From an optimization exercise on the open Yosys and OpenROAD flow, aimed at small area, a short achievable clock period and few clock cycles per item; shortcuts taken in it are not production practice. At most, simulation tests tie the RTL to the original design; equivalence was not proved. Only the layout flow was run in runs 1 and 2; the RTL was not checked for function there.

<file path="flow/run.sh">
#!/bin/bash
# synth_recipe.tcl (not shown) runs the flow's synth.tcl, then flattens the netlist and writes it again
# the make line also repeats each setting of config.mk as NAME=value (left out here)
make -C /OpenROAD-flow-scripts/flow DESIGN_CONFIG=/design/flow/config.mk WORK_HOME=/design/flow/orfs CLKGATE_MAP_FILE= SYNTH_SCRIPT=/design/flow/synth_recipe.tcl finish
</file>
<file path="flow/config.mk">
export PLATFORM = sky130hd
export DESIGN_NAME = rgb_to_hsv_converter_top
export DESIGN_NICKNAME = rgb_to_hsv_converter_top
export VERILOG_FILES = /design/flow/design.v
export SDC_FILE = /design/flow/constraint.sdc
export NUM_CORES = 4
export LEC_CHECK = 0
export CAP_MARGIN = 20
export CORE_MARGIN = 2
export CORE_UTILIZATION = 55
export CTS_BUF_LIST = sky130_fd_sc_hd__clkbuf_8
export PLACE_DENSITY = 0.8
export SETUP_SLACK_MARGIN = 4.0
export SLEW_MARGIN = 20
</file>
<file path="flow/constraint.sdc">
create_clock -name core_clock -period 8.5 [get_ports {clk}]
set_input_delay 1.7000 -clock core_clock [delete_from_list [all_inputs] [get_ports {clk}]]
set_output_delay 1.7000 -clock core_clock [all_outputs]
set_load 0.01 [all_outputs]
</file>
<file path="flow/design.v">
`timescale 1ns / 1ps
module rgb_to_hsv_converter_top (
  input  logic        clk,
  input  logic        rst,
  input  logic        push,
  input  logic [31:0] pixel,
  output logic        full,
  output logic        empty,
  input  logic        pop,
  output logic [39:0] hsv
);
  logic en;
  logic s1_vld;
  logic [7:0] s1_alpha;
  logic [7:0] s1_mx;
  logic [7:0] s1_mn;
  logic [7:0] s1_mid;
  logic s1_hq;
  logic [1:0] s1_m3;
  logic s2_vld;
  logic [7:0] s2_alpha;
  logic [7:0] s2_mx;
  logic [7:0] s2_d;
  logic [1:0] s2_hq;
  logic [7:0] s2_hr;
  logic [1:0] s2_m3;
  logic s3_vld;
  logic [7:0] s3_alpha;
  logic [7:0] s3_mx;
  logic [7:0] s3_d;
  logic [3:0] s3_hq;
  logic [7:0] s3_hr;
  logic [1:0] s3_m3;
  logic s4_vld;
  logic [7:0] s4_alpha;
  logic [7:0] s4_mx;
  logic [7:0] s4_d;
  logic [5:0] s4_hq;
  logic [7:0] s4_hr;
  logic [1:0] s4_m3;
  logic [0:0] s4_lb;
  logic s5_vld;
  logic [7:0] s5_alpha;
  logic [7:0] s5_mx;
  logic [7:0] s5_d;
  logic [7:0] s5_hq;
  logic [7:0] s5_hr;
  logic [1:0] s5_m3;
  logic [7:0] s5_sr;
  logic s5_sq;
  logic [1:0] s5_lb;
  logic s6_vld;
  logic [7:0] s6_alpha;
  logic [7:0] s6_mx;
  logic [7:0] s6_d;
  logic [9:0] s6_hq;
  logic [7:0] s6_hr;
  logic [1:0] s6_m3;
  logic [7:0] s6_sr;
  logic [2:0] s6_sq;
  logic [1:0] s6_lb;
  logic s7_vld;
  logic [7:0] s7_alpha;
  logic [7:0] s7_mx;
  logic [7:0] s7_d;
  logic [11:0] s7_hq;
  logic [7:0] s7_hr;
  logic [1:0] s7_m3;
  logic [7:0] s7_sr;
  logic [4:0] s7_sq;
  logic [1:0] s7_lb;
  logic s8_vld;
  logic [7:0] s8_alpha;
  logic [7:0] s8_mx;
  logic [7:0] s8_d;
  logic [13:0] s8_hq;
  logic [7:0] s8_hr;
  logic [1:0] s8_m3;
  logic [7:0] s8_sr;
  logic [6:0] s8_sq;
  logic [0:0] s8_lb;
  logic s9_vld;
  logic [7:0] s9_alpha;
  logic [7:0] s9_mx;
  logic [15:0] s9_hue;
  logic [7:0] s9_sat;
  assign en    = !s9_vld || pop;
  assign full  = !en;
  assign empty = !s9_vld;
  assign hsv   = {s9_hue, s9_sat, s9_mx, s9_alpha};
  always_ff @(posedge clk) begin
    if (rst) begin
      s1_vld <= 1'b0;
      s2_vld <= 1'b0;
      s3_vld <= 1'b0;
      s4_vld <= 1'b0;
      s5_vld <= 1'b0;
      s6_vld <= 1'b0;
      s7_vld <= 1'b0;
      s8_vld <= 1'b0;
      s9_vld <= 1'b0;
    end else if (en) begin
      s1_vld <= push;
      s2_vld <= s1_vld;
      s3_vld <= s2_vld;
      s4_vld <= s3_vld;
      s5_vld <= s4_vld;
      s6_vld <= s5_vld;
      s7_vld <= s6_vld;
      s8_vld <= s7_vld;
      s9_vld <= s8_vld;
    end
  end
  always_ff @(posedge clk) begin
    if (en) begin
      s1_alpha <= pixel[7:0];
      s1_mx <= c1_mx;
      s1_mn <= c1_mn;
      s1_mid <= c1_mid;
      s1_hq <= c1_hq0;
      s1_m3 <= c1_m30;
      s2_alpha <= s1_alpha;
      s2_mx <= s1_mx;
      s2_d <= c2_d0;
      s2_hq <= c2_h0_hq;
      s2_hr <= c2_h0_hr;
      s2_m3 <= c2_h0_m3;
      s3_alpha <= s2_alpha;
      s3_mx <= s2_mx;
      s3_d <= s2_d;
      s3_hq <= c3_h2_hq;
      s3_hr <= c3_h2_hr;
      s3_m3 <= c3_h2_m3;
      s4_alpha <= s3_alpha;
      s4_mx <= s3_mx;
      s4_d <= s3_d;
      s4_hq <= c4_h4_hq;
      s4_hr <= c4_h4_hr;
      s4_m3 <= c4_h4_m3;
      s4_lb <= {(s3_d[7] ^ (|s3_d[6:0]))};
      s5_alpha <= s4_alpha;
      s5_mx <= s4_mx;
      s5_d <= s4_d;
      s5_hq <= c5_h6_hq;
      s5_hr <= c5_h6_hr;
      s5_m3 <= c5_h6_m3;
      s5_sr <= c5_s0_sr;
      s5_sq <= c5_s0_sq;
      s5_lb <= {(s4_d[6] ^ (|s4_d[5:0])), (s4_d[5] ^ (|s4_d[4:0]))};
      s6_alpha <= s5_alpha;
      s6_mx <= s5_mx;
      s6_d <= s5_d;
      s6_hq <= c6_h8_hq;
      s6_hr <= c6_h8_hr;
      s6_m3 <= c6_h8_m3;
      s6_sr <= c6_s2_sr;
      s6_sq <= c6_s2_sq;
      s6_lb <= {(s5_d[4] ^ (|s5_d[3:0])), (s5_d[3] ^ (|s5_d[2:0]))};
      s7_alpha <= s6_alpha;
      s7_mx <= s6_mx;
      s7_d <= s6_d;
      s7_hq <= c7_h10_hq;
      s7_hr <= c7_h10_hr;
      s7_m3 <= c7_h10_m3;
      s7_sr <= c7_s4_sr;
      s7_sq <= c7_s4_sq;
      s7_lb <= {(s6_d[2] ^ (|s6_d[1:0])), (s6_d[1] ^ (|s6_d[0:0]))};
      s8_alpha <= s7_alpha;
      s8_mx <= s7_mx;
      s8_d <= s7_d;
      s8_hq <= c8_h12_hq;
      s8_hr <= c8_h12_hr;
      s8_m3 <= c8_h12_m3;
      s8_sr <= c8_s6_sr;
      s8_sq <= c8_s6_sq;
      s8_lb <= {s7_d[0]};
      s9_alpha <= s8_alpha;
      s9_mx <= s8_mx;
      s9_hue <= c9_hue;
      s9_sat <= c9_sat;
    end
  end
  logic [7:0] f_r, f_g, f_b;
  logic ge_rg, ge_gr, ge_gb, ge_bg, ge_br, ge_rb;
  logic c_0, c_1, c_2, c_3, c_4, c_5;
  assign f_r = pixel[31:24];
  assign f_g = pixel[23:16];
  assign f_b = pixel[15:8];
  assign ge_rg = (f_r >= f_g);
  assign ge_gr = (f_g >= f_r);
  assign ge_gb = (f_g >= f_b);
  assign ge_bg = (f_b >= f_g);
  assign ge_br = (f_b >= f_r);
  assign ge_rb = (f_r >= f_b);
  assign c_0 = !ge_gr &  ge_gb;    
  assign c_1 =  ge_gr & !ge_br;    
  assign c_2 = !ge_bg &  ge_br;    
  assign c_3 =  ge_bg & !ge_rg;    
  assign c_4 = !ge_rb &  ge_rg;    
  assign c_5 =  ge_rb & !ge_gb;    
  logic [7:0] c1_mx, c1_mn, c1_mid;
  logic [1:0] c1_m30;
  logic c1_hq0;
  assign c1_mx  = (c_1 | c_2) ? f_g : (c_3 | c_4) ? f_b : f_r;
  assign c1_mn  = (c_2 | c_3) ? f_r : (c_4 | c_5) ? f_g : (c_0 | c_1) ? f_b : f_r;
  assign c1_mid = (c_0 | c_3) ? f_g : (c_1 | c_4) ? f_r : (c_2 | c_5) ? f_b : f_r;
  assign c1_m30 = {c_2 | c_5, c_1 | c_4};
  assign c1_hq0 = c_3 | c_4 | c_5;
  logic [7:0] c2_d0, c2_ea, c2_eb, c2_hr0;
  logic c2_odd;
  assign c2_d0  = s1_mx - s1_mn;
  assign c2_odd = s1_hq ^ s1_m3[0];
  assign c2_ea  = c2_odd ? s1_mx : s1_mid;
  assign c2_eb  = c2_odd ? s1_mid : s1_mn;
  assign c2_hr0 = c2_ea - c2_eb;
  logic [9:0] c2_h0_sub; logic c2_h0_q; logic [7:0] c2_h0_hr; logic [1:0] c2_h0_m3; logic c2_h0_hb;
  assign c2_h0_sub = {1'b0, c2_hr0, 1'b0} - {2'b00, c2_d0};
  assign c2_h0_q = !c2_h0_sub[9];
  assign c2_h0_hr = c2_h0_q ? c2_h0_sub[7:0] : {c2_hr0[6:0], 1'b0};
  assign c2_h0_hb = s1_m3[1] | (s1_m3[0] & c2_h0_q);
  assign c2_h0_m3 = {(s1_m3 == 2'd1 && !c2_h0_q) || (s1_m3 == 2'd2 && c2_h0_q), (s1_m3 == 2'd0 && c2_h0_q) || (s1_m3 == 2'd2 && !c2_h0_q)};
  logic [1:0] c2_h0_hq;
  assign c2_h0_hq = {s1_hq, c2_h0_hb};
  logic [9:0] c3_h1_sub; logic c3_h1_q; logic [7:0] c3_h1_hr; logic [1:0] c3_h1_m3; logic c3_h1_hb;
  assign c3_h1_sub = {1'b0, s2_hr, 1'b0} - {2'b00, s2_d};
  assign c3_h1_q = !c3_h1_sub[9];
  assign c3_h1_hr = c3_h1_q ? c3_h1_sub[7:0] : {s2_hr[6:0], 1'b0};
  assign c3_h1_hb = s2_m3[1] | (s2_m3[0] & c3_h1_q);
  assign c3_h1_m3 = {(s2_m3 == 2'd1 && !c3_h1_q) || (s2_m3 == 2'd2 && c3_h1_q), (s2_m3 == 2'd0 && c3_h1_q) || (s2_m3 == 2'd2 && !c3_h1_q)};
  logic [2:0] c3_h1_hq;
  assign c3_h1_hq = {s2_hq, c3_h1_hb};
  logic [9:0] c3_h2_sub; logic c3_h2_q; logic [7:0] c3_h2_hr; logic [1:0] c3_h2_m3; logic c3_h2_hb;
  assign c3_h2_sub = {1'b0, c3_h1_hr, 1'b0} - {2'b00, s2_d};
  assign c3_h2_q = !c3_h2_sub[9];
  assign c3_h2_hr = c3_h2_q ? c3_h2_sub[7:0] : {c3_h1_hr[6:0], 1'b0};
  assign c3_h2_hb = c3_h1_m3[1] | (c3_h1_m3[0] & c3_h2_q);
  assign c3_h2_m3 = {(c3_h1_m3 == 2'd1 && !c3_h2_q) || (c3_h1_m3 == 2'd2 && c3_h2_q), (c3_h1_m3 == 2'd0 && c3_h2_q) || (c3_h1_m3 == 2'd2 && !c3_h2_q)};
  logic [3:0] c3_h2_hq;
  assign c3_h2_hq = {c3_h1_hq, c3_h2_hb};
  logic [9:0] c4_h3_sub; logic c4_h3_q; logic [7:0] c4_h3_hr; logic [1:0] c4_h3_m3; logic c4_h3_hb;
  assign c4_h3_sub = {1'b0, s3_hr, 1'b0} - {2'b00, s3_d};
  assign c4_h3_q = !c4_h3_sub[9];
  assign c4_h3_hr = c4_h3_q ? c4_h3_sub[7:0] : {s3_hr[6:0], 1'b0};
  assign c4_h3_hb = s3_m3[1] | (s3_m3[0] & c4_h3_q);
  assign c4_h3_m3 = {(s3_m3 == 2'd1 && !c4_h3_q) || (s3_m3 == 2'd2 && c4_h3_q), (s3_m3 == 2'd0 && c4_h3_q) || (s3_m3 == 2'd2 && !c4_h3_q)};
  logic [4:0] c4_h3_hq;
  assign c4_h3_hq = {s3_hq, c4_h3_hb};
  logic [9:0] c4_h4_sub; logic c4_h4_q; logic [7:0] c4_h4_hr; logic [1:0] c4_h4_m3; logic c4_h4_hb;
  assign c4_h4_sub = {1'b0, c4_h3_hr, 1'b0} - {2'b00, s3_d};
  assign c4_h4_q = !c4_h4_sub[9];
  assign c4_h4_hr = c4_h4_q ? c4_h4_sub[7:0] : {c4_h3_hr[6:0], 1'b0};
  assign c4_h4_hb = c4_h3_m3[1] | (c4_h3_m3[0] & c4_h4_q);
  assign c4_h4_m3 = {(c4_h3_m3 == 2'd1 && !c4_h4_q) || (c4_h3_m3 == 2'd2 && c4_h4_q), (c4_h3_m3 == 2'd0 && c4_h4_q) || (c4_h3_m3 == 2'd2 && !c4_h4_q)};
  logic [5:0] c4_h4_hq;
  assign c4_h4_hq = {c4_h3_hq, c4_h4_hb};
  logic [9:0] c5_h5_sub; logic c5_h5_q; logic [7:0] c5_h5_hr; logic [1:0] c5_h5_m3; logic c5_h5_hb;
  assign c5_h5_sub = {1'b0, s4_hr, 1'b0} - {2'b00, s4_d};
  assign c5_h5_q = !c5_h5_sub[9];
  assign c5_h5_hr = c5_h5_q ? c5_h5_sub[7:0] : {s4_hr[6:0], 1'b0};
  assign c5_h5_hb = s4_m3[1] | (s4_m3[0] & c5_h5_q);
  assign c5_h5_m3 = {(s4_m3 == 2'd1 && !c5_h5_q) || (s4_m3 == 2'd2 && c5_h5_q), (s4_m3 == 2'd0 && c5_h5_q) || (s4_m3 == 2'd2 && !c5_h5_q)};
  logic [6:0] c5_h5_hq;
  assign c5_h5_hq = {s4_hq, c5_h5_hb};
  logic [9:0] c5_h6_sub; logic c5_h6_q; logic [7:0] c5_h6_hr; logic [1:0] c5_h6_m3; logic c5_h6_hb;
  assign c5_h6_sub = {1'b0, c5_h5_hr, 1'b0} - {2'b00, s4_d};
  assign c5_h6_q = !c5_h6_sub[9];
  assign c5_h6_hr = c5_h6_q ? c5_h6_sub[7:0] : {c5_h5_hr[6:0], 1'b0};
  assign c5_h6_hb = c5_h5_m3[1] | (c5_h5_m3[0] & c5_h6_q);
  assign c5_h6_m3 = {(c5_h5_m3 == 2'd1 && !c5_h6_q) || (c5_h5_m3 == 2'd2 && c5_h6_q), (c5_h5_m3 == 2'd0 && c5_h6_q) || (c5_h5_m3 == 2'd2 && !c5_h6_q)};
  logic [7:0] c5_h6_hq;
  assign c5_h6_hq = {c5_h5_hq, c5_h6_hb};
  logic [7:0] c5_sr0;
  assign c5_sr0 = s4_d - 8'd1;
  logic [9:0] c5_s0_sub; logic c5_s0_q; logic [7:0] c5_s0_sr;
  assign c5_s0_sub = {1'b0, c5_sr0, s4_lb[0]} - {2'b00, s4_mx};
  assign c5_s0_q = !c5_s0_sub[9];
  assign c5_s0_sr = c5_s0_q ? c5_s0_sub[7:0] : {c5_sr0[6:0], s4_lb[0]};
  logic [0:0] c5_s0_sq;
  assign c5_s0_sq = c5_s0_q;
  logic [9:0] c6_h7_sub; logic c6_h7_q; logic [7:0] c6_h7_hr; logic [1:0] c6_h7_m3; logic c6_h7_hb;
  assign c6_h7_sub = {1'b0, s5_hr, 1'b0} - {2'b00, s5_d};
  assign c6_h7_q = !c6_h7_sub[9];
  assign c6_h7_hr = c6_h7_q ? c6_h7_sub[7:0] : {s5_hr[6:0], 1'b0};
  assign c6_h7_hb = s5_m3[1] | (s5_m3[0] & c6_h7_q);
  assign c6_h7_m3 = {(s5_m3 == 2'd1 && !c6_h7_q) || (s5_m3 == 2'd2 && c6_h7_q), (s5_m3 == 2'd0 && c6_h7_q) || (s5_m3 == 2'd2 && !c6_h7_q)};
  logic [8:0] c6_h7_hq;
  assign c6_h7_hq = {s5_hq, c6_h7_hb};
  logic [9:0] c6_h8_sub; logic c6_h8_q; logic [7:0] c6_h8_hr; logic [1:0] c6_h8_m3; logic c6_h8_hb;
  assign c6_h8_sub = {1'b0, c6_h7_hr, 1'b0} - {2'b00, s5_d};
  assign c6_h8_q = !c6_h8_sub[9];
  assign c6_h8_hr = c6_h8_q ? c6_h8_sub[7:0] : {c6_h7_hr[6:0], 1'b0};
  assign c6_h8_hb = c6_h7_m3[1] | (c6_h7_m3[0] & c6_h8_q);
  assign c6_h8_m3 = {(c6_h7_m3 == 2'd1 && !c6_h8_q) || (c6_h7_m3 == 2'd2 && c6_h8_q), (c6_h7_m3 == 2'd0 && c6_h8_q) || (c6_h7_m3 == 2'd2 && !c6_h8_q)};
  logic [9:0] c6_h8_hq;
  assign c6_h8_hq = {c6_h7_hq, c6_h8_hb};
  logic [9:0] c6_s1_sub; logic c6_s1_q; logic [7:0] c6_s1_sr;
  assign c6_s1_sub = {1'b0, s5_sr, s5_lb[1]} - {2'b00, s5_mx};
  assign c6_s1_q = !c6_s1_sub[9];
  assign c6_s1_sr = c6_s1_q ? c6_s1_sub[7:0] : {s5_sr[6:0], s5_lb[1]};
  logic [1:0] c6_s1_sq;
  assign c6_s1_sq = {s5_sq, c6_s1_q};
  logic [9:0] c6_s2_sub; logic c6_s2_q; logic [7:0] c6_s2_sr;
  assign c6_s2_sub = {1'b0, c6_s1_sr, s5_lb[0]} - {2'b00, s5_mx};
  assign c6_s2_q = !c6_s2_sub[9];
  assign c6_s2_sr = c6_s2_q ? c6_s2_sub[7:0] : {c6_s1_sr[6:0], s5_lb[0]};
  logic [2:0] c6_s2_sq;
  assign c6_s2_sq = {c6_s1_sq, c6_s2_q};
  logic [9:0] c7_h9_sub; logic c7_h9_q; logic [7:0] c7_h9_hr; logic [1:0] c7_h9_m3; logic c7_h9_hb;
  assign c7_h9_sub = {1'b0, s6_hr, 1'b0} - {2'b00, s6_d};
  assign c7_h9_q = !c7_h9_sub[9];
  assign c7_h9_hr = c7_h9_q ? c7_h9_sub[7:0] : {s6_hr[6:0], 1'b0};
  assign c7_h9_hb = s6_m3[1] | (s6_m3[0] & c7_h9_q);
  assign c7_h9_m3 = {(s6_m3 == 2'd1 && !c7_h9_q) || (s6_m3 == 2'd2 && c7_h9_q), (s6_m3 == 2'd0 && c7_h9_q) || (s6_m3 == 2'd2 && !c7_h9_q)};
  logic [10:0] c7_h9_hq;
  assign c7_h9_hq = {s6_hq, c7_h9_hb};
  logic [9:0] c7_h10_sub; logic c7_h10_q; logic [7:0] c7_h10_hr; logic [1:0] c7_h10_m3; logic c7_h10_hb;
  assign c7_h10_sub = {1'b0, c7_h9_hr, 1'b0} - {2'b00, s6_d};
  assign c7_h10_q = !c7_h10_sub[9];
  assign c7_h10_hr = c7_h10_q ? c7_h10_sub[7:0] : {c7_h9_hr[6:0], 1'b0};
  assign c7_h10_hb = c7_h9_m3[1] | (c7_h9_m3[0] & c7_h10_q);
  assign c7_h10_m3 = {(c7_h9_m3 == 2'd1 && !c7_h10_q) || (c7_h9_m3 == 2'd2 && c7_h10_q), (c7_h9_m3 == 2'd0 && c7_h10_q) || (c7_h9_m3 == 2'd2 && !c7_h10_q)};
  logic [11:0] c7_h10_hq;
  assign c7_h10_hq = {c7_h9_hq, c7_h10_hb};
  logic [9:0] c7_s3_sub; logic c7_s3_q; logic [7:0] c7_s3_sr;
  assign c7_s3_sub = {1'b0, s6_sr, s6_lb[1]} - {2'b00, s6_mx};
  assign c7_s3_q = !c7_s3_sub[9];
  assign c7_s3_sr = c7_s3_q ? c7_s3_sub[7:0] : {s6_sr[6:0], s6_lb[1]};
  logic [3:0] c7_s3_sq;
  assign c7_s3_sq = {s6_sq, c7_s3_q};
  logic [9:0] c7_s4_sub; logic c7_s4_q; logic [7:0] c7_s4_sr;
  assign c7_s4_sub = {1'b0, c7_s3_sr, s6_lb[0]} - {2'b00, s6_mx};
  assign c7_s4_q = !c7_s4_sub[9];
  assign c7_s4_sr = c7_s4_q ? c7_s4_sub[7:0] : {c7_s3_sr[6:0], s6_lb[0]};
  logic [4:0] c7_s4_sq;
  assign c7_s4_sq = {c7_s3_sq, c7_s4_q};
  logic [9:0] c8_h11_sub; logic c8_h11_q; logic [7:0] c8_h11_hr; logic [1:0] c8_h11_m3; logic c8_h11_hb;
  assign c8_h11_sub = {1'b0, s7_hr, 1'b0} - {2'b00, s7_d};
  assign c8_h11_q = !c8_h11_sub[9];
  assign c8_h11_hr = c8_h11_q ? c8_h11_sub[7:0] : {s7_hr[6:0], 1'b0};
  assign c8_h11_hb = s7_m3[1] | (s7_m3[0] & c8_h11_q);
  assign c8_h11_m3 = {(s7_m3 == 2'd1 && !c8_h11_q) || (s7_m3 == 2'd2 && c8_h11_q), (s7_m3 == 2'd0 && c8_h11_q) || (s7_m3 == 2'd2 && !c8_h11_q)};
  logic [12:0] c8_h11_hq;
  assign c8_h11_hq = {s7_hq, c8_h11_hb};
  logic [9:0] c8_h12_sub; logic c8_h12_q; logic [7:0] c8_h12_hr; logic [1:0] c8_h12_m3; logic c8_h12_hb;
  assign c8_h12_sub = {1'b0, c8_h11_hr, 1'b0} - {2'b00, s7_d};
  assign c8_h12_q = !c8_h12_sub[9];
  assign c8_h12_hr = c8_h12_q ? c8_h12_sub[7:0] : {c8_h11_hr[6:0], 1'b0};
  assign c8_h12_hb = c8_h11_m3[1] | (c8_h11_m3[0] & c8_h12_q);
  assign c8_h12_m3 = {(c8_h11_m3 == 2'd1 && !c8_h12_q) || (c8_h11_m3 == 2'd2 && c8_h12_q), (c8_h11_m3 == 2'd0 && c8_h12_q) || (c8_h11_m3 == 2'd2 && !c8_h12_q)};
  logic [13:0] c8_h12_hq;
  assign c8_h12_hq = {c8_h11_hq, c8_h12_hb};
  logic [9:0] c8_s5_sub; logic c8_s5_q; logic [7:0] c8_s5_sr;
  assign c8_s5_sub = {1'b0, s7_sr, s7_lb[1]} - {2'b00, s7_mx};
  assign c8_s5_q = !c8_s5_sub[9];
  assign c8_s5_sr = c8_s5_q ? c8_s5_sub[7:0] : {s7_sr[6:0], s7_lb[1]};
  logic [5:0] c8_s5_sq;
  assign c8_s5_sq = {s7_sq, c8_s5_q};
  logic [9:0] c8_s6_sub; logic c8_s6_q; logic [7:0] c8_s6_sr;
  assign c8_s6_sub = {1'b0, c8_s5_sr, s7_lb[0]} - {2'b00, s7_mx};
  assign c8_s6_q = !c8_s6_sub[9];
  assign c8_s6_sr = c8_s6_q ? c8_s6_sub[7:0] : {c8_s5_sr[6:0], s7_lb[0]};
  logic [6:0] c8_s6_sq;
  assign c8_s6_sq = {c8_s5_sq, c8_s6_q};
  logic [9:0] c9_h13_sub; logic c9_h13_q; logic [7:0] c9_h13_hr; logic [1:0] c9_h13_m3; logic c9_h13_hb;
  assign c9_h13_sub = {1'b0, s8_hr, 1'b0} - {2'b00, s8_d};
  assign c9_h13_q = !c9_h13_sub[9];
  assign c9_h13_hr = c9_h13_q ? c9_h13_sub[7:0] : {s8_hr[6:0], 1'b0};
  assign c9_h13_hb = s8_m3[1] | (s8_m3[0] & c9_h13_q);
  assign c9_h13_m3 = {(s8_m3 == 2'd1 && !c9_h13_q) || (s8_m3 == 2'd2 && c9_h13_q), (s8_m3 == 2'd0 && c9_h13_q) || (s8_m3 == 2'd2 && !c9_h13_q)};
  logic [14:0] c9_h13_hq;
  assign c9_h13_hq = {s8_hq, c9_h13_hb};
  logic [9:0] c9_h14_sub; logic c9_h14_q; logic [7:0] c9_h14_hr; logic [1:0] c9_h14_m3; logic c9_h14_hb;
  assign c9_h14_sub = {1'b0, c9_h13_hr, 1'b0} - {2'b00, s8_d};
  assign c9_h14_q = !c9_h14_sub[9];
  assign c9_h14_hr = c9_h14_q ? c9_h14_sub[7:0] : {c9_h13_hr[6:0], 1'b0};
  assign c9_h14_hb = c9_h13_m3[1] | (c9_h13_m3[0] & c9_h14_q);
  assign c9_h14_m3 = {(c9_h13_m3 == 2'd1 && !c9_h14_q) || (c9_h13_m3 == 2'd2 && c9_h14_q), (c9_h13_m3 == 2'd0 && c9_h14_q) || (c9_h13_m3 == 2'd2 && !c9_h14_q)};
  logic [15:0] c9_h14_hq;
  assign c9_h14_hq = {c9_h13_hq, c9_h14_hb};
  logic [9:0] c9_s7_sub; logic c9_s7_q; logic [7:0] c9_s7_sr;
  assign c9_s7_sub = {1'b0, s8_sr, s8_lb[0]} - {2'b00, s8_mx};
  assign c9_s7_q = !c9_s7_sub[9];
  assign c9_s7_sr = c9_s7_q ? c9_s7_sub[7:0] : {s8_sr[6:0], s8_lb[0]};
  logic [7:0] c9_s7_sq;
  assign c9_s7_sq = {s8_sq, c9_s7_q};
  logic c9_grey;
  assign c9_grey = (s8_d == 8'd0);
  logic [15:0] c9_hue; logic [7:0] c9_sat;
  assign c9_hue = c9_grey ? 16'd0 : c9_h14_hq;
  assign c9_sat = c9_grey ? 8'd0 : c9_s7_sq;
endmodule
</file>
==> results of run 1 <==
## registers in the layout, indices dropped and copies added, names as in the netlist, 10 cells and up
register  count
s7_hq        12
s6_hq        10
s8_hq        14
s9_hue       16
## cell type report
class                   instances  area, sq um  share of cell area
clock buffers                  74         1020              0.0355
clock inverters                57          378              0.0132
inverters                     213          812              0.0283
multi-input cells            1512        11500               0.402
flip-flops and latches        433        12900               0.451
well taps                     600          751              0.0262
repair buffers                139         1260              0.0441
## cells in the final DEF (no fill, tap or decap), types with 14 or more instances in the layout
cell / n
xnor2_1: 74
a21o_1: 43
o21a_1: 71
a21oi_1: 160
fa_1: 17
clkinv_1: 17
nand2_1: 85
a221o_1: 16
nor2_1: 199
nor3_1: 40
xor2_1: 29
nor2b_1: 27
edfxtp_1: 424
a21boi_0: 14
mux2i_1: 25
o21bai_1: 14
clkbuf_8: 74
mux2_2: 75
o21ai_0: 91
nand2b_1: 23
and3_1: 15
inv_1: 233
ha_1: 208
and2_1: 41
buf_4: 53
clkdlybuf4s50_1: 76
nand3_1: 28
## cell families (layout without fill, tap and decap cells)
logic type | count (synthesis) | count (layout)
AO/OA/AOI/OAI | 537 | 537
AND/OR/NAND/NOR | 535 | 539
flip-flops | 433 | 433
buffers and inverters | 243 | 483
adder cells (fa/ha/maj) | 225 | 225
multiplexers | 107 | 107
XOR/XNOR | 104 | 104
## metrics by stage
| stage | setup slack [ns] | cell area, sq um |
|---|---|---|
| after floorplan | 3.72 | 25200 |
| after global placement | 3.33 | 26700 |
| after detailed placement | 3.25 | 26700 |
| after CTS | 3.67 | 28200 |
| after global routing | 3.89 | 28700 |
| final | 4.03 | 28700 |
## repair_timing
item,4_1_cts,5_1_grt
setup buffers,13,32
gates cloned,2,3
endpoints found under the hold margin,0,0
setup endpoints to repair,79,64
pin swaps,4,13
resized for setup,9,30
## per-layer routing
layer	wire, microns	track usage	vias to the layer above
met1	20200	0.239	8268
met4	1640	0.0913	0
met2	25300	0.374	393
met3	1980	0.0332	135
li1	-	-	8476
met5	0	0	-
## final timing paths
check,endpoint,startpoint,slack (ns),cells after the start
max reg2reg,s6_hr[4]$_DFFE_PN_,s5_d[1]$_DFFE_PN_,4.03,16
min reg2reg,s3_hq[2]$_DFFE_PN_,s2_hq[0]$_DFFE_PN_,0.41,0
min,s3_hq[2]$_DFFE_PN_,s2_hq[0]$_DFFE_PN_,0.41,0
max,s6_hr[4]$_DFFE_PN_,s5_d[1]$_DFFE_PN_,4.03,16
## worst max-delay path: cells and delay by family, from the launching register on
| kind | cells | cell delay (ns) |
|---|---|---|
| AO/OA/AOI/OAI | 7 | 1.52 |
| multiplexers | 2 | 0.63 |
| adder cells (fa/ha/maj) | 2 | 0.61 |
| buffers and inverters | 3 | 0.58 |
| AND/OR/NAND/NOR | 2 | 0.44 |
| flip-flops | 1 | 0.40 |
==> flow_summary.ini, run 1 <==
[finish]
layout-drive-gt1-share = 0.121
fillers = 3403
nets = 2633
post-route-util = 0.634
syn_to_final_growth_pct = 14.1
num_antenna_cells = 0
layout.cells.non_filler = 3028

[synthesis]
ys_warn_count = 1
synth_top_family_by_area = compound AO/OA/AOI/OAI gates
synth_edf_count = 424
synth_top_area_frac = 0.507
synthCells = 2184
synth_simple_gate_area_frac = 0.108
syn-num-nets = 2445
synth-adder-area-share = 0.117
postSynth.asyncResetShare = 0
syn_area_sq_um = 25100
avgSynthCellArea_sq_um = 11.5
synth_most_common_cell = edfxtp_1
yosysSeqAreaShare = 0.514
synth_compound_area_frac = 0.141
yosys.area_share.xor_xnor = 0.0363
synthMuxAreaShare = 0.0472
synth_seq_cells = 433
synth-main-ff-cell = edfxtp_1
synth_cell_types = 75
synthTopCellsByCount = 424 x edfxtp_1, 212 x inv_1, 208 x ha_1, 200 x nor2_1, 165 x a21oi_1
synth_top_cell_by_area = edfxtp_1
synth_area_leaders = edfxtp_1 51%, ha_1 10%, mux2_2 3.4%, a21oi_1 3.3%, inv_1 3.2%

[timing]
grt_setup_unrepaired = yes
period_share = 0.526
finalSetupTns_ns = 0
setup-violations-final = 0
clock_skew_ns = 0.0398
hold_viol = 0
tightest_slew_ns = 1.14
layout_min_cycle_time_ns = 4.47
drv_slew = 0
max_slew_margin = 0.240
hold-worst-slack_ns = 0.408
timing.fmax_mhz = 224

[worst_setup_path]
endpoint_kind = register
cp_slowest_cell = edfxtp_1
crit_required_ns = 8.88
critPathLaunchType = register
worstPathCellList = inv_1, ha_1, nor2b_1, o21ai_0, o221a_2, o21ai_1, buf_4, mux2_2, ha_1, o21a_1, o31ai_2, a21oi_1, o31ai_4, nand4b_2, buf_4, mux2_2
critPathKind = reg2reg
slowest_delay_ns = 0.40
worstPathArrival_ns = 4.85
crit_fanout = 17

[route]
wl_mm = 49.2
drc = 0
drtAntennaViolNets = 0
via_per_inst = 5.70
first_iter_violations = 1054
wire_per_inst_microns = 16.2
drt_first_pass_iters = 6
vias = 17300

[floorplan]
io_pins = 78
die_area_sq_um = 47400
fp.coreArea_sq_um = 45200
start_util = 0.556
rows = 78
dieWidth_microns = 218
die_height_microns = 218

[cts]
cts_tree = built
clock_latency_ns = 0.66
cts_root_buf = clkbuf_8
cts_sinks = 433
cts-buffers-inserted = 73
cts_buffer_depth = 3
clk_pin_slew_ns = 0.06
cts_htree_levels = 3
postCtsHoldBufs = 0

[global_routing]
grt_pass1_vias = 17000
grt-ovfl-total = 0
grt_max_degree = 94
antenna_found_initial = 0
grt_pass1_wl_mm = 79.9
grt_usage = 0.206

[placement]
dp_cells = 2846
hpwl_mm = 34.4
io_buffers = 77
gp_congestion = 0.874

[outcome]
status = complete, no violations

[min_path]
hold_class = reg2reg

[run]
drv_cap = 0
==> run 2: changes to the inputs <==
--- a/flow/design.v
+++ b/flow/design.v
@@ -121,5 +121,5 @@
       s1_m3 <= c1_m30;
       s2_alpha <= s1_alpha;
-      s2_mx <= s1_mx;
+      s2_mx <= (~s1_mx);
       s2_d <= c2_d0;
       s2_hq <= c2_h0_hq;
@@ -138,5 +138,5 @@
       s4_hr <= c4_h4_hr;
       s4_m3 <= c4_h4_m3;
-      s4_lb <= {(s3_d[7] ^ (|s3_d[6:0]))};
+      s4_lb <= {(s3_d[7] ^ (&s3_d[6:0]))};
       s5_alpha <= s4_alpha;
       s5_mx <= s4_mx;
@@ -147,5 +147,5 @@
       s5_sr <= c5_s0_sr;
       s5_sq <= c5_s0_sq;
-      s5_lb <= {(s4_d[6] ^ (|s4_d[5:0])), (s4_d[5] ^ (|s4_d[4:0]))};
+      s5_lb <= {(s4_d[6] ^ (&s4_d[5:0])), (s4_d[5] ^ (&s4_d[4:0]))};
       s6_alpha <= s5_alpha;
       s6_mx <= s5_mx;
@@ -156,5 +156,5 @@
       s6_sr <= c6_s2_sr;
       s6_sq <= c6_s2_sq;
-      s6_lb <= {(s5_d[4] ^ (|s5_d[3:0])), (s5_d[3] ^ (|s5_d[2:0]))};
+      s6_lb <= {(s5_d[4] ^ (&s5_d[3:0])), (s5_d[3] ^ (&s5_d[2:0]))};
       s7_alpha <= s6_alpha;
       s7_mx <= s6_mx;
@@ -165,5 +165,5 @@
       s7_sr <= c7_s4_sr;
       s7_sq <= c7_s4_sq;
-      s7_lb <= {(s6_d[2] ^ (|s6_d[1:0])), (s6_d[1] ^ (|s6_d[0:0]))};
+      s7_lb <= {(s6_d[2] ^ (&s6_d[1:0])), (s6_d[1] ^ (&s6_d[0:0]))};
       s8_alpha <= s7_alpha;
       s8_mx <= s7_mx;
@@ -174,7 +174,7 @@
       s8_sr <= c8_s6_sr;
       s8_sq <= c8_s6_sq;
-      s8_lb <= {s7_d[0]};
+      s8_lb <= {(~s7_d[0])};
       s9_alpha <= s8_alpha;
-      s9_mx <= s8_mx;
+      s9_mx <= (~s8_mx);
       s9_hue <= c9_hue;
       s9_sat <= c9_sat;
@@ -202,12 +202,12 @@
   logic [1:0] c1_m30;
   logic c1_hq0;
-  assign c1_mx  = (c_1 | c_2) ? f_g : (c_3 | c_4) ? f_b : f_r;
-  assign c1_mn  = (c_2 | c_3) ? f_r : (c_4 | c_5) ? f_g : (c_0 | c_1) ? f_b : f_r;
-  assign c1_mid = (c_0 | c_3) ? f_g : (c_1 | c_4) ? f_r : (c_2 | c_5) ? f_b : f_r;
+  assign c1_mx  = ({8{c_1 | c_2}} & f_g) | ({8{c_3 | c_4}} & f_b) | ({8{!(c_1 | c_2 | c_3 | c_4)}} & f_r);
+  assign c1_mn  = ({8{c_4 | c_5}} & f_g) | ({8{c_0 | c_1}} & f_b) | ({8{!(c_0 | c_1 | c_4 | c_5)}} & f_r);
+  assign c1_mid = ({8{c_0 | c_3}} & f_g) | ({8{c_2 | c_5}} & f_b) | ({8{!(c_0 | c_2 | c_3 | c_5)}} & f_r);
   assign c1_m30 = {c_2 | c_5, c_1 | c_4};
   assign c1_hq0 = c_3 | c_4 | c_5;
   logic [7:0] c2_d0, c2_ea, c2_eb, c2_hr0;
   logic c2_odd;
-  assign c2_d0  = s1_mx - s1_mn;
+  assign c2_d0  = s1_mn + ~s1_mx;
   assign c2_odd = s1_hq ^ s1_m3[0];
   assign c2_ea  = c2_odd ? s1_mx : s1_mid;
@@ -215,5 +215,5 @@
   assign c2_hr0 = c2_ea - c2_eb;
   logic [9:0] c2_h0_sub; logic c2_h0_q; logic [7:0] c2_h0_hr; logic [1:0] c2_h0_m3; logic c2_h0_hb;
-  assign c2_h0_sub = {1'b0, c2_hr0, 1'b0} - {2'b00, c2_d0};
+  assign c2_h0_sub = {1'b0, c2_hr0, 1'b0} + {2'b11, c2_d0} + 10'd1;
   assign c2_h0_q = !c2_h0_sub[9];
   assign c2_h0_hr = c2_h0_q ? c2_h0_sub[7:0] : {c2_hr0[6:0], 1'b0};
@@ -223,5 +223,5 @@
   assign c2_h0_hq = {s1_hq, c2_h0_hb};
   logic [9:0] c3_h1_sub; logic c3_h1_q; logic [7:0] c3_h1_hr; logic [1:0] c3_h1_m3; logic c3_h1_hb;
-  assign c3_h1_sub = {1'b0, s2_hr, 1'b0} - {2'b00, s2_d};
+  assign c3_h1_sub = {1'b0, s2_hr, 1'b0} + {2'b11, s2_d} + 10'd1;
   assign c3_h1_q = !c3_h1_sub[9];
   assign c3_h1_hr = c3_h1_q ? c3_h1_sub[7:0] : {s2_hr[6:0], 1'b0};
@@ -231,5 +231,5 @@
   assign c3_h1_hq = {s2_hq, c3_h1_hb};
   logic [9:0] c3_h2_sub; logic c3_h2_q; logic [7:0] c3_h2_hr; logic [1:0] c3_h2_m3; logic c3_h2_hb;
-  assign c3_h2_sub = {1'b0, c3_h1_hr, 1'b0} - {2'b00, s2_d};
+  assign c3_h2_sub = {1'b0, c3_h1_hr, 1'b0} + {2'b11, s2_d} + 10'd1;
   assign c3_h2_q = !c3_h2_sub[9];
   assign c3_h2_hr = c3_h2_q ? c3_h2_sub[7:0] : {c3_h1_hr[6:0], 1'b0};
@@ -239,5 +239,5 @@
   assign c3_h2_hq = {c3_h1_hq, c3_h2_hb};
   logic [9:0] c4_h3_sub; logic c4_h3_q; logic [7:0] c4_h3_hr; logic [1:0] c4_h3_m3; logic c4_h3_hb;
-  assign c4_h3_sub = {1'b0, s3_hr, 1'b0} - {2'b00, s3_d};
+  assign c4_h3_sub = {1'b0, s3_hr, 1'b0} + {2'b11, s3_d} + 10'd1;
   assign c4_h3_q = !c4_h3_sub[9];
   assign c4_h3_hr = c4_h3_q ? c4_h3_sub[7:0] : {s3_hr[6:0], 1'b0};
@@ -247,5 +247,5 @@
   assign c4_h3_hq = {s3_hq, c4_h3_hb};
   logic [9:0] c4_h4_sub; logic c4_h4_q; logic [7:0] c4_h4_hr; logic [1:0] c4_h4_m3; logic c4_h4_hb;
-  assign c4_h4_sub = {1'b0, c4_h3_hr, 1'b0} - {2'b00, s3_d};
+  assign c4_h4_sub = {1'b0, c4_h3_hr, 1'b0} + {2'b11, s3_d} + 10'd1;
   assign c4_h4_q = !c4_h4_sub[9];
   assign c4_h4_hr = c4_h4_q ? c4_h4_sub[7:0] : {c4_h3_hr[6:0], 1'b0};
@@ -255,5 +255,5 @@
   assign c4_h4_hq = {c4_h3_hq, c4_h4_hb};
   logic [9:0] c5_h5_sub; logic c5_h5_q; logic [7:0] c5_h5_hr; logic [1:0] c5_h5_m3; logic c5_h5_hb;
-  assign c5_h5_sub = {1'b0, s4_hr, 1'b0} - {2'b00, s4_d};
+  assign c5_h5_sub = {1'b0, s4_hr, 1'b0} + {2'b11, s4_d} + 10'd1;
   assign c5_h5_q = !c5_h5_sub[9];
   assign c5_h5_hr = c5_h5_q ? c5_h5_sub[7:0] : {s4_hr[6:0], 1'b0};
@@ -263,5 +263,5 @@
   assign c5_h5_hq = {s4_hq, c5_h5_hb};
   logic [9:0] c5_h6_sub; logic c5_h6_q; logic [7:0] c5_h6_hr; logic [1:0] c5_h6_m3; logic c5_h6_hb;
-  assign c5_h6_sub = {1'b0, c5_h5_hr, 1'b0} - {2'b00, s4_d};
+  assign c5_h6_sub = {1'b0, c5_h5_hr, 1'b0} + {2'b11, s4_d} + 10'd1;
   assign c5_h6_q = !c5_h6_sub[9];
   assign c5_h6_hr = c5_h6_q ? c5_h6_sub[7:0] : {c5_h5_hr[6:0], 1'b0};
@@ -271,7 +271,7 @@
   assign c5_h6_hq = {c5_h5_hq, c5_h6_hb};
   logic [7:0] c5_sr0;
-  assign c5_sr0 = s4_d - 8'd1;
+  assign c5_sr0 = ~(s4_d + 8'd1);
   logic [9:0] c5_s0_sub; logic c5_s0_q; logic [7:0] c5_s0_sr;
-  assign c5_s0_sub = {1'b0, c5_sr0, s4_lb[0]} - {2'b00, s4_mx};
+  assign c5_s0_sub = {1'b0, c5_sr0, s4_lb[0]} + {2'b11, s4_mx} + 10'd1;
   assign c5_s0_q = !c5_s0_sub[9];
   assign c5_s0_sr = c5_s0_q ? c5_s0_sub[7:0] : {c5_sr0[6:0], s4_lb[0]};
@@ -279,5 +279,5 @@
   assign c5_s0_sq = c5_s0_q;
   logic [9:0] c6_h7_sub; logic c6_h7_q; logic [7:0] c6_h7_hr; logic [1:0] c6_h7_m3; logic c6_h7_hb;
-  assign c6_h7_sub = {1'b0, s5_hr, 1'b0} - {2'b00, s5_d};
+  assign c6_h7_sub = {1'b0, s5_hr, 1'b0} + {2'b11, s5_d} + 10'd1;
   assign c6_h7_q = !c6_h7_sub[9];
   assign c6_h7_hr = c6_h7_q ? c6_h7_sub[7:0] : {s5_hr[6:0], 1'b0};
@@ -287,5 +287,5 @@
   assign c6_h7_hq = {s5_hq, c6_h7_hb};
   logic [9:0] c6_h8_sub; logic c6_h8_q; logic [7:0] c6_h8_hr; logic [1:0] c6_h8_m3; logic c6_h8_hb;
-  assign c6_h8_sub = {1'b0, c6_h7_hr, 1'b0} - {2'b00, s5_d};
+  assign c6_h8_sub = {1'b0, c6_h7_hr, 1'b0} + {2'b11, s5_d} + 10'd1;
   assign c6_h8_q = !c6_h8_sub[9];
   assign c6_h8_hr = c6_h8_q ? c6_h8_sub[7:0] : {c6_h7_hr[6:0], 1'b0};
@@ -295,5 +295,5 @@
   assign c6_h8_hq = {c6_h7_hq, c6_h8_hb};
   logic [9:0] c6_s1_sub; logic c6_s1_q; logic [7:0] c6_s1_sr;
-  assign c6_s1_sub = {1'b0, s5_sr, s5_lb[1]} - {2'b00, s5_mx};
+  assign c6_s1_sub = {1'b0, s5_sr, s5_lb[1]} + {2'b11, s5_mx} + 10'd1;
   assign c6_s1_q = !c6_s1_sub[9];
   assign c6_s1_sr = c6_s1_q ? c6_s1_sub[7:0] : {s5_sr[6:0], s5_lb[1]};
@@ -301,5 +301,5 @@
   assign c6_s1_sq = {s5_sq, c6_s1_q};
   logic [9:0] c6_s2_sub; logic c6_s2_q; logic [7:0] c6_s2_sr;
-  assign c6_s2_sub = {1'b0, c6_s1_sr, s5_lb[0]} - {2'b00, s5_mx};
+  assign c6_s2_sub = {1'b0, c6_s1_sr, s5_lb[0]} + {2'b11, s5_mx} + 10'd1;
   assign c6_s2_q = !c6_s2_sub[9];
   assign c6_s2_sr = c6_s2_q ? c6_s2_sub[7:0] : {c6_s1_sr[6:0], s5_lb[0]};
@@ -307,5 +307,5 @@
   assign c6_s2_sq = {c6_s1_sq, c6_s2_q};
   logic [9:0] c7_h9_sub; logic c7_h9_q; logic [7:0] c7_h9_hr; logic [1:0] c7_h9_m3; logic c7_h9_hb;
-  assign c7_h9_sub = {1'b0, s6_hr, 1'b0} - {2'b00, s6_d};
+  assign c7_h9_sub = {1'b0, s6_hr, 1'b0} + {2'b11, s6_d} + 10'd1;
   assign c7_h9_q = !c7_h9_sub[9];
   assign c7_h9_hr = c7_h9_q ? c7_h9_sub[7:0] : {s6_hr[6:0], 1'b0};
@@ -315,5 +315,5 @@
   assign c7_h9_hq = {s6_hq, c7_h9_hb};
   logic [9:0] c7_h10_sub; logic c7_h10_q; logic [7:0] c7_h10_hr; logic [1:0] c7_h10_m3; logic c7_h10_hb;
-  assign c7_h10_sub = {1'b0, c7_h9_hr, 1'b0} - {2'b00, s6_d};
+  assign c7_h10_sub = {1'b0, c7_h9_hr, 1'b0} + {2'b11, s6_d} + 10'd1;
   assign c7_h10_q = !c7_h10_sub[9];
   assign c7_h10_hr = c7_h10_q ? c7_h10_sub[7:0] : {c7_h9_hr[6:0], 1'b0};
@@ -323,5 +323,5 @@
   assign c7_h10_hq = {c7_h9_hq, c7_h10_hb};
   logic [9:0] c7_s3_sub; logic c7_s3_q; logic [7:0] c7_s3_sr;
-  assign c7_s3_sub = {1'b0, s6_sr, s6_lb[1]} - {2'b00, s6_mx};
+  assign c7_s3_sub = {1'b0, s6_sr, s6_lb[1]} + {2'b11, s6_mx} + 10'd1;
   assign c7_s3_q = !c7_s3_sub[9];
   assign c7_s3_sr = c7_s3_q ? c7_s3_sub[7:0] : {s6_sr[6:0], s6_lb[1]};
@@ -329,5 +329,5 @@
   assign c7_s3_sq = {s6_sq, c7_s3_q};
   logic [9:0] c7_s4_sub; logic c7_s4_q; logic [7:0] c7_s4_sr;
-  assign c7_s4_sub = {1'b0, c7_s3_sr, s6_lb[0]} - {2'b00, s6_mx};
+  assign c7_s4_sub = {1'b0, c7_s3_sr, s6_lb[0]} + {2'b11, s6_mx} + 10'd1;
   assign c7_s4_q = !c7_s4_sub[9];
   assign c7_s4_sr = c7_s4_q ? c7_s4_sub[7:0] : {c7_s3_sr[6:0], s6_lb[0]};
@@ -335,5 +335,5 @@
   assign c7_s4_sq = {c7_s3_sq, c7_s4_q};
   logic [9:0] c8_h11_sub; logic c8_h11_q; logic [7:0] c8_h11_hr; logic [1:0] c8_h11_m3; logic c8_h11_hb;
-  assign c8_h11_sub = {1'b0, s7_hr, 1'b0} - {2'b00, s7_d};
+  assign c8_h11_sub = {1'b0, s7_hr, 1'b0} + {2'b11, s7_d} + 10'd1;
   assign c8_h11_q = !c8_h11_sub[9];
   assign c8_h11_hr = c8_h11_q ? c8_h11_sub[7:0] : {s7_hr[6:0], 1'b0};
@@ -343,5 +343,5 @@
   assign c8_h11_hq = {s7_hq, c8_h11_hb};
   logic [9:0] c8_h12_sub; logic c8_h12_q; logic [7:0] c8_h12_hr; logic [1:0] c8_h12_m3; logic c8_h12_hb;
-  assign c8_h12_sub = {1'b0, c8_h11_hr, 1'b0} - {2'b00, s7_d};
+  assign c8_h12_sub = {1'b0, c8_h11_hr, 1'b0} + {2'b11, s7_d} + 10'd1;
   assign c8_h12_q = !c8_h12_sub[9];
   assign c8_h12_hr = c8_h12_q ? c8_h12_sub[7:0] : {c8_h11_hr[6:0], 1'b0};
@@ -351,5 +351,5 @@
   assign c8_h12_hq = {c8_h11_hq, c8_h12_hb};
   logic [9:0] c8_s5_sub; logic c8_s5_q; logic [7:0] c8_s5_sr;
-  assign c8_s5_sub = {1'b0, s7_sr, s7_lb[1]} - {2'b00, s7_mx};
+  assign c8_s5_sub = {1'b0, s7_sr, s7_lb[1]} + {2'b11, s7_mx} + 10'd1;
   assign c8_s5_q = !c8_s5_sub[9];
   assign c8_s5_sr = c8_s5_q ? c8_s5_sub[7:0] : {s7_sr[6:0], s7_lb[1]};
@@ -357,5 +357,5 @@
   assign c8_s5_sq = {s7_sq, c8_s5_q};
   logic [9:0] c8_s6_sub; logic c8_s6_q; logic [7:0] c8_s6_sr;
-  assign c8_s6_sub = {1'b0, c8_s5_sr, s7_lb[0]} - {2'b00, s7_mx};
+  assign c8_s6_sub = {1'b0, c8_s5_sr, s7_lb[0]} + {2'b11, s7_mx} + 10'd1;
   assign c8_s6_q = !c8_s6_sub[9];
   assign c8_s6_sr = c8_s6_q ? c8_s6_sub[7:0] : {c8_s5_sr[6:0], s7_lb[0]};
@@ -363,5 +363,5 @@
   assign c8_s6_sq = {c8_s5_sq, c8_s6_q};
   logic [9:0] c9_h13_sub; logic c9_h13_q; logic [7:0] c9_h13_hr; logic [1:0] c9_h13_m3; logic c9_h13_hb;
-  assign c9_h13_sub = {1'b0, s8_hr, 1'b0} - {2'b00, s8_d};
+  assign c9_h13_sub = {1'b0, s8_hr, 1'b0} + {2'b11, s8_d} + 10'd1;
   assign c9_h13_q = !c9_h13_sub[9];
   assign c9_h13_hr = c9_h13_q ? c9_h13_sub[7:0] : {s8_hr[6:0], 1'b0};
@@ -371,5 +371,5 @@
   assign c9_h13_hq = {s8_hq, c9_h13_hb};
   logic [9:0] c9_h14_sub; logic c9_h14_q; logic [7:0] c9_h14_hr; logic [1:0] c9_h14_m3; logic c9_h14_hb;
-  assign c9_h14_sub = {1'b0, c9_h13_hr, 1'b0} - {2'b00, s8_d};
+  assign c9_h14_sub = {1'b0, c9_h13_hr, 1'b0} + {2'b11, s8_d} + 10'd1;
   assign c9_h14_q = !c9_h14_sub[9];
   assign c9_h14_hr = c9_h14_q ? c9_h14_sub[7:0] : {c9_h13_hr[6:0], 1'b0};
@@ -379,5 +379,5 @@
   assign c9_h14_hq = {c9_h13_hq, c9_h14_hb};
   logic [9:0] c9_s7_sub; logic c9_s7_q; logic [7:0] c9_s7_sr;
-  assign c9_s7_sub = {1'b0, s8_sr, s8_lb[0]} - {2'b00, s8_mx};
+  assign c9_s7_sub = {1'b0, s8_sr, s8_lb[0]} + {2'b11, s8_mx} + 10'd1;
   assign c9_s7_q = !c9_s7_sub[9];
   assign c9_s7_sr = c9_s7_q ? c9_s7_sub[7:0] : {s8_sr[6:0], s8_lb[0]};
@@ -385,5 +385,5 @@
   assign c9_s7_sq = {s8_sq, c9_s7_q};
   logic c9_grey;
-  assign c9_grey = (s8_d == 8'd0);
+  assign c9_grey = (s8_d == 8'hff);
   logic [15:0] c9_hue; logic [7:0] c9_sat;
   assign c9_hue = c9_grey ? 16'd0 : c9_h14_hq;
==> flow_summary.ini, run 2 <==
[worst_setup_path]
worstPathCellList = clkdlybuf4s50_1, inv_1, ha_1, nor2b_1, o31ai_1, a31oi_1, a211oi_1, mux2_2, or2_2, o21ai_0
worstPathArrival_ns = 4.75
critPathLaunchType = primary input
endpoint_kind = register
crit_required_ns = 8.93
slowest_delay_ns = 0.56
cp_slowest_cell = clkdlybuf4s50_1
critPathKind = in2reg
crit_fanout = 10

[finish]
stdcell_area_sq_um = 28000
largestRegisters = s9_hue: 16 flops, s8_hq: 14 flops, s7_hq: 12 flops
final_common_cell = edfxtp_1
nets = 2504
layout-drive-gt1-share = 0.117
layout_common_cells = 425 x edfxtp_1, 206 x ha_1, 145 x nor2_1
syn_to_final_growth_pct = 13.6
largest_register_ffs = 16
num_antenna_cells = 0
largest_register = s9_hue
layout.cells.non_filler = 2889

[global_routing]
antenna_found_initial = 0
globalRoute.busiestLayer = met2
grt_pass1_wl_mm = 78.0
use_met1 = 0.235
grt-ovfl-total = 0
met2_usage = 0.361
grt_pass1_vias = 16900
grt.met3_usage = 0.0392
grt_max_degree = 164
grt_usage = 0.202

[placement]
placed_area_sq_um = 26100
hpwl_mm = 32.8
io_buffers = 77
gp_congestion = 0.918
dp_cells = 2724

[floorplan]
io_pins = 78
rows = 77
dieWidth_microns = 216
fp.coreArea_sq_um = 44200
start_util = 0.558
die_area_sq_um = 46600
die_height_microns = 216

[synthesis]
ys_warn_count = 1
syn_area_sq_um = 24700
synthTopCellsByCount = 425 x edfxtp_1, 209 x ha_1, 145 x nor2_1, 140 x a21oi_1, 127 x o21ai_0
synth_cell_types = 69
syn-num-nets = 2350
synthCells = 2088
avgSynthCellArea_sq_um = 11.8
postSynth.asyncResetShare = 0
synth_area_leaders = edfxtp_1 52%, ha_1 11%, mux2_2 3.0%, a21oi_1 2.8%, xnor2_1 2.6%
synth_seq_cells = 434
synth_most_common_cell = edfxtp_1
synth-main-ff-cell = edfxtp_1
synth_edf_count = 425
synth_top_area_frac = 0.517
synth_top_cell_by_area = edfxtp_1
yosysSeqAreaShare = 0.525

[timing]
hold_viol = 0
tightest_slew_ns = 1.01
setup-violations-final = 0
clock_skew_ns = 0.0325
timing.fmax_mhz = 231
layout_min_cycle_time_ns = 4.33
grt_setup_unrepaired = yes
finalSetupTns_ns = 0
drv_slew = 0
period_share = 0.509
max_slew_margin = 0.326

[cts]
cts_tree = built
cts_sinks = 434
postCtsHoldBufs = 0
clock_latency_ns = 0.64
cts_htree_levels = 3
cts_root_buf = clkbuf_8
clk_pin_slew_ns = 0.06
cts-buffers-inserted = 73
cts_buffer_depth = 3

[route]
first_iter_violations = 993
wire_per_inst_microns = 16.0
wl_mm = 46.2
drc = 0
drtAntennaViolNets = 0
via_per_inst = 5.77
vias = 16700
drt_first_pass_iters = 5

[outcome]
status = complete, no violations

[min_path]
hold_class = reg2reg

[run]
drv_cap = 0
==> run 2: final cells by class <==
cell class | count | area (sq um)
well taps | 592 | 741
clock inverters | 54 | 422
repair buffers | 121 | 1130
multi-input cells | 1503 | 11300
inverters | 109 | 422
fillers | 3269 | 16200
flip-flops and latches | 434 | 12900
clock buffers | 76 | 1050
==> run 2: what timing repair did <==
| item | 4_1_cts | 5_1_grt |
|---|---|---|
| pin swaps | 5 | 5 |
| setup buffers | 14 | 19 |
| resized for setup | 22 | 32 |
| endpoints found under the setup margin | 61 | 53 |
| cloned | 2 | 0 |
==> run 2: path summary, 6_finish.rpt <==
kind	startpoint	end	slack, ns	cells past startpoint
setup / recovery	pixel[9]	s1_mn[1]$_DFFE_PN_	4.17	10
hold / removal	s6_alpha[0]$_DFFE_PN_	s7_alpha[0]$_DFFE_PN_	0.40	0
setup reg to reg	s2_d[6]$_DFFE_PN_	s3_m3[0]$_DFFE_PN_	4.19	13
hold reg to reg	s6_alpha[0]$_DFFE_PN_	s7_alpha[0]$_DFFE_PN_	0.40	0
==> run 2: metrics by stage <==
step / worst slack, ns / hold slack (ns) / util
2_1_floorplan: 3.71 / 0.400 / -
3_3_place_gp: 3.46 / 0.401 / 0.590
3_5_place_dp: 3.31 / 0.405 / 0.590
4_1_cts: 4.01 / 0.392 / 0.628
5_1_grt: 3.89 / 0.405 / 0.633
6_report: 4.17 / 0.403 / 0.633
==> run 2: logic make-up (layout without fill, tap and decap cells) <==
group	Yosys count	count (layout)	share of synthesized area
simple gates	514	516	0.104
fa+ha+maj	226	226	0.120
compound gates	561	561	0.147
flops	434	434	0.525
buf+inv	153	360	0.0245
xor+xnor	111	111	0.0394
mux	89	89	0.0396
==> run 2: routing by layer <==
layer / up-vias / part of all wire
li1: 8216 / -
met1: 7939 / 0.41
met2: 373 / 0.51
met3: 129 / 0.039
met4: 0 / 0.033
met5: - / 0
==> run 2: worst max-delay path: cells and delay by family <==
| family | cells | cell delay, ns |
|---|---|---|
| AO/OA/AOI/OAI | 4 | 1.12 |
| adder cells (fa/ha/maj) | 1 | 0.30 |
| buffers and inverters | 2 | 0.62 |
| multiplexers | 1 | 0.49 |
| AND/OR/NAND/NOR | 2 | 0.51 |
==> run 3: changes to the inputs <==
--- a/flow/design.v
+++ b/flow/design.v
@@ -202,7 +202,7 @@
   logic [1:0] c1_m30;
   logic c1_hq0;
-  assign c1_mx  = ({8{c_1 | c_2}} & f_g) | ({8{c_3 | c_4}} & f_b) | ({8{!(c_1 | c_2 | c_3 | c_4)}} & f_r);
-  assign c1_mn  = ({8{c_4 | c_5}} & f_g) | ({8{c_0 | c_1}} & f_b) | ({8{!(c_0 | c_1 | c_4 | c_5)}} & f_r);
-  assign c1_mid = ({8{c_0 | c_3}} & f_g) | ({8{c_2 | c_5}} & f_b) | ({8{!(c_0 | c_2 | c_3 | c_5)}} & f_r);
+  assign c1_mx  = (c_1 | c_2) ? f_g : (c_3 | c_4) ? f_b : f_r;
+  assign c1_mn  = (c_2 | c_3) ? f_r : (c_4 | c_5) ? f_g : (c_0 | c_1) ? f_b : f_r;
+  assign c1_mid = (c_0 | c_3) ? f_g : (c_1 | c_4) ? f_r : (c_2 | c_5) ? f_b : f_r;
   assign c1_m30 = {c_2 | c_5, c_1 | c_4};
   assign c1_hq0 = c_3 | c_4 | c_5;
--- a/flow/config.mk
+++ b/flow/config.mk
@@ -8,7 +8,7 @@
 export CAP_MARGIN = 20
 export CORE_MARGIN = 2
-export CORE_UTILIZATION = 55
+export CORE_UTILIZATION = 60
 export CTS_BUF_LIST = sky130_fd_sc_hd__clkbuf_8
-export PLACE_DENSITY = 0.8
+export PLACE_DENSITY = 0.85
 export SETUP_SLACK_MARGIN = 4.0
 export SLEW_MARGIN = 20
==> flow_summary.ini, run 3 <==
[global_routing]
grt_pass1_wl_mm = 77.3
grt_pass1_vias = 17000
antenna_found_initial = 0
grt_usage = 0.224
grt_max_degree = 189
grt-ovfl-total = 0

[outcome]
status = complete, no violations

[synthesis]
synthTopCellsByCount = 425 x edfxtp_1, 209 x ha_1, 154 x o21ai_0, 143 x nor2_1, 137 x a21oi_1
postSynth.asyncResetShare = 0
synth_area_leaders = edfxtp_1 52%, ha_1 11%, o21ai_0 3.1%, a21oi_1 2.8%, xnor2_1 2.4%
synth_most_common_cell = edfxtp_1
yosysSeqAreaShare = 0.527
avgSynthCellArea_sq_um = 11.8
synth_seq_cells = 434
synth_cell_types = 80
synth_top_cell_by_area = edfxtp_1
synthCells = 2080
synth-main-ff-cell = edfxtp_1
syn-num-nets = 2342
synth_edf_count = 425
ys_warn_count = 1
synth_top_area_frac = 0.520
syn_area_sq_um = 24600

[cts]
cts-buffers-inserted = 72
clock_latency_ns = 0.63
cts_tree = built
cts_root_buf = clkbuf_8
clk_pin_slew_ns = 0.05
cts_buffer_depth = 3
cts_htree_levels = 3
postCtsHoldBufs = 0
cts_sinks = 434

[floorplan]
die_height_microns = 206
io_pins = 78
fp.coreArea_sq_um = 40600
start_util = 0.604
dieWidth_microns = 206
die_area_sq_um = 42600
rows = 74

[min_path]
hold_path_end = s7_hq[3]$_DFFE_PN_
holdCritStartpoint = s6_hq[1]$_DFFE_PN_
hold_class = reg2reg
hold-path-cell-count = 0

[finish]
nets = 2510
fillers = 2756
syn_to_final_growth_pct = 13.1
layout_common_cells = 425 x edfxtp_1, 209 x ha_1, 148 x o21ai_0
num_antenna_cells = 0
largestRegisters = s9_hue: 16 flops, s8_hq: 14 flops, s7_hq: 12 flops
stdcell_area_sq_um = 27800
layout-drive-gt1-share = 0.107
largest_register = s9_hue
final_common_cell = edfxtp_1
largest_register_ffs = 16

[timing]
clock_skew_ns = 0.0264
finalSetupTns_ns = 0
setup-violations-final = 0
period_share = 0.515
drv_slew = 0
grt_setup_unrepaired = no
timing.fmax_mhz = 229
layout_min_cycle_time_ns = 4.38
hold-worst-slack_ns = 0.401
max_slew_margin = 0.320
hold_viol = 0
tightest_slew_ns = 1.02

[route]
drt_first_pass_iters = 5
wl_mm = 47.2
vias = 16700
drtAntennaViolNets = 0
first_iter_violations = 1045
wire_per_inst_microns = 16.6
via_per_inst = 5.90
drc = 0

[worst_setup_path]
worstPathArrival_ns = 2.68
regToRegStartpoint = s1_m3[0]$_DFFE_PN_
critPathKind = in2out
critPathLaunchType = primary input
worstReg2RegEnd = s2_hr[6]$_DFFE_PN_
r2r_setup_slack_ns = 4.14
crit_required_ns = 6.80
endpoint_kind = output pin
crit_fanout = 10
r2r_cells = 14

[placement]
gp_congestion = 0.906
placed_area_sq_um = 26000
hpwl_mm = 33.1
io_buffers = 77

[run]
drv_cap = 0
## run 3: cell types whose count changed after synthesis, moves of 18 or more
cell     previous run  this run
o21ai_0           127       154
o21a_1             58        34
nand2_1           113       136
a221o_1            21         1
nor2b_1            57        39
nor3_1             60        42
## run 3: final cells by class
type	count	area, sq um	area share
flip-flops and latches	434	12900	0.466
multi-input cells	1488	11100	0.401
repair buffers	125	1140	0.0412
clock buffers	77	1060	0.0381
well taps	532	666	0.0240
inverters	127	489	0.0176
clock inverters	52	350	0.0126
## run 3: cells by family after synthesis
kind of cell    Yosys count  synth area share
xor+xnor                119            0.0424
compound gates          567             0.148
buf+inv                 159            0.0256
mux                      92            0.0411
flops                   434             0.527
simple gates            478            0.0936
fa+ha+maj               231             0.122
## run 3: per-stage QoR
step                      utilization  std cells  setup WS (ns)
final                           0.684       2835           4.12
after floorplan                     -       2080           3.71
after detailed placement        0.639       2664           3.51
after CTS                       0.679       2814           4.00
after global routing            0.684       2835           3.99
after global placement          0.638       2664           3.64
## run 3: timing repair
item / CTS / global route
pin swaps: 5 / 6
cloned: 1 / 0
setup endpoints to repair: 60 / 52
resized for setup: 16 / 12
hold endpoints to repair: 0 / 0
setup buffers: 20 / 20
## run 3: how the worst max path moves through the flow
stage,end,startpoint
after detailed placement,s2_hr[6]$_DFFE_PN_,s1_m3[0]$_DFFE_PN_
after global routing,s2_hr[6]$_DFFE_PN_,s1_m3[0]$_DFFE_PN_
after floorplan,full,pop
after CTS,s2_hr[6]$_DFFE_PN_,s1_m3[0]$_DFFE_PN_
final,full,pop
after global placement,s2_hr[6]$_DFFE_PN_,s1_m3[0]$_DFFE_PN_
## run 3: critical path: stages
cell and delay, ns:
clkdlybuf4s50_1 0.46, nand2b_4 0.16, clkinv_8 0.07, dlygate4sd2_1 0.28
## run 3: metal layers
metal	track usage	vias up	part of all wire
li1	-	8182	-
met4	0.0982	0	0.034
met1	0.249	8032	0.40
met5	0	-	0
met2	0.418	387	0.53
met3	0.0397	121	0.036
Testbench counts of run 3, summed over its fixed seeds: cycles 8,264, items 8,192.

==> re-timing with driven ports <==
The results above use ideal ports. As a check the final layouts listed here were re-extracted and re-timed, cells and wires unchanged. Step 1 assumes that a clkbuf_16 drives the clock port and a buf_2 every other input. Step 2 adds t to the input delays and takes it off the output delays; t is the mean of the earliest and latest rising clock arrival at the registers after step 1. Input paths then give back, and output paths get back, about the clock's delay inside the block. Slacks: ideal ports / drivers / drivers and shift; pairs: ideal ports / drivers.
| run | t, ns | slack for setup (ns) | hold WS [ns] | cell pins on the clock port's net |
|---|---|---|---|---|
| run 1 | 0.696 | 4.026 / 4.026 / 3.483 | 0.408 / 0.408 / 0.408 | 1 |
| run 2 | 0.671 | 4.174 / 4.193 / 3.530 | 0.403 / 0.403 / 0.403 | 1 |
| run 3 | 0.662 | 4.124 / 4.089 / 3.699 | 0.401 / 0.401 / 0.401 | 1 |
After both steps every run listed still meets setup and hold. For run 2, which loses most, drivers alone change the setup slack by +0.019 ns; drivers and shift together by -0.644 ns.
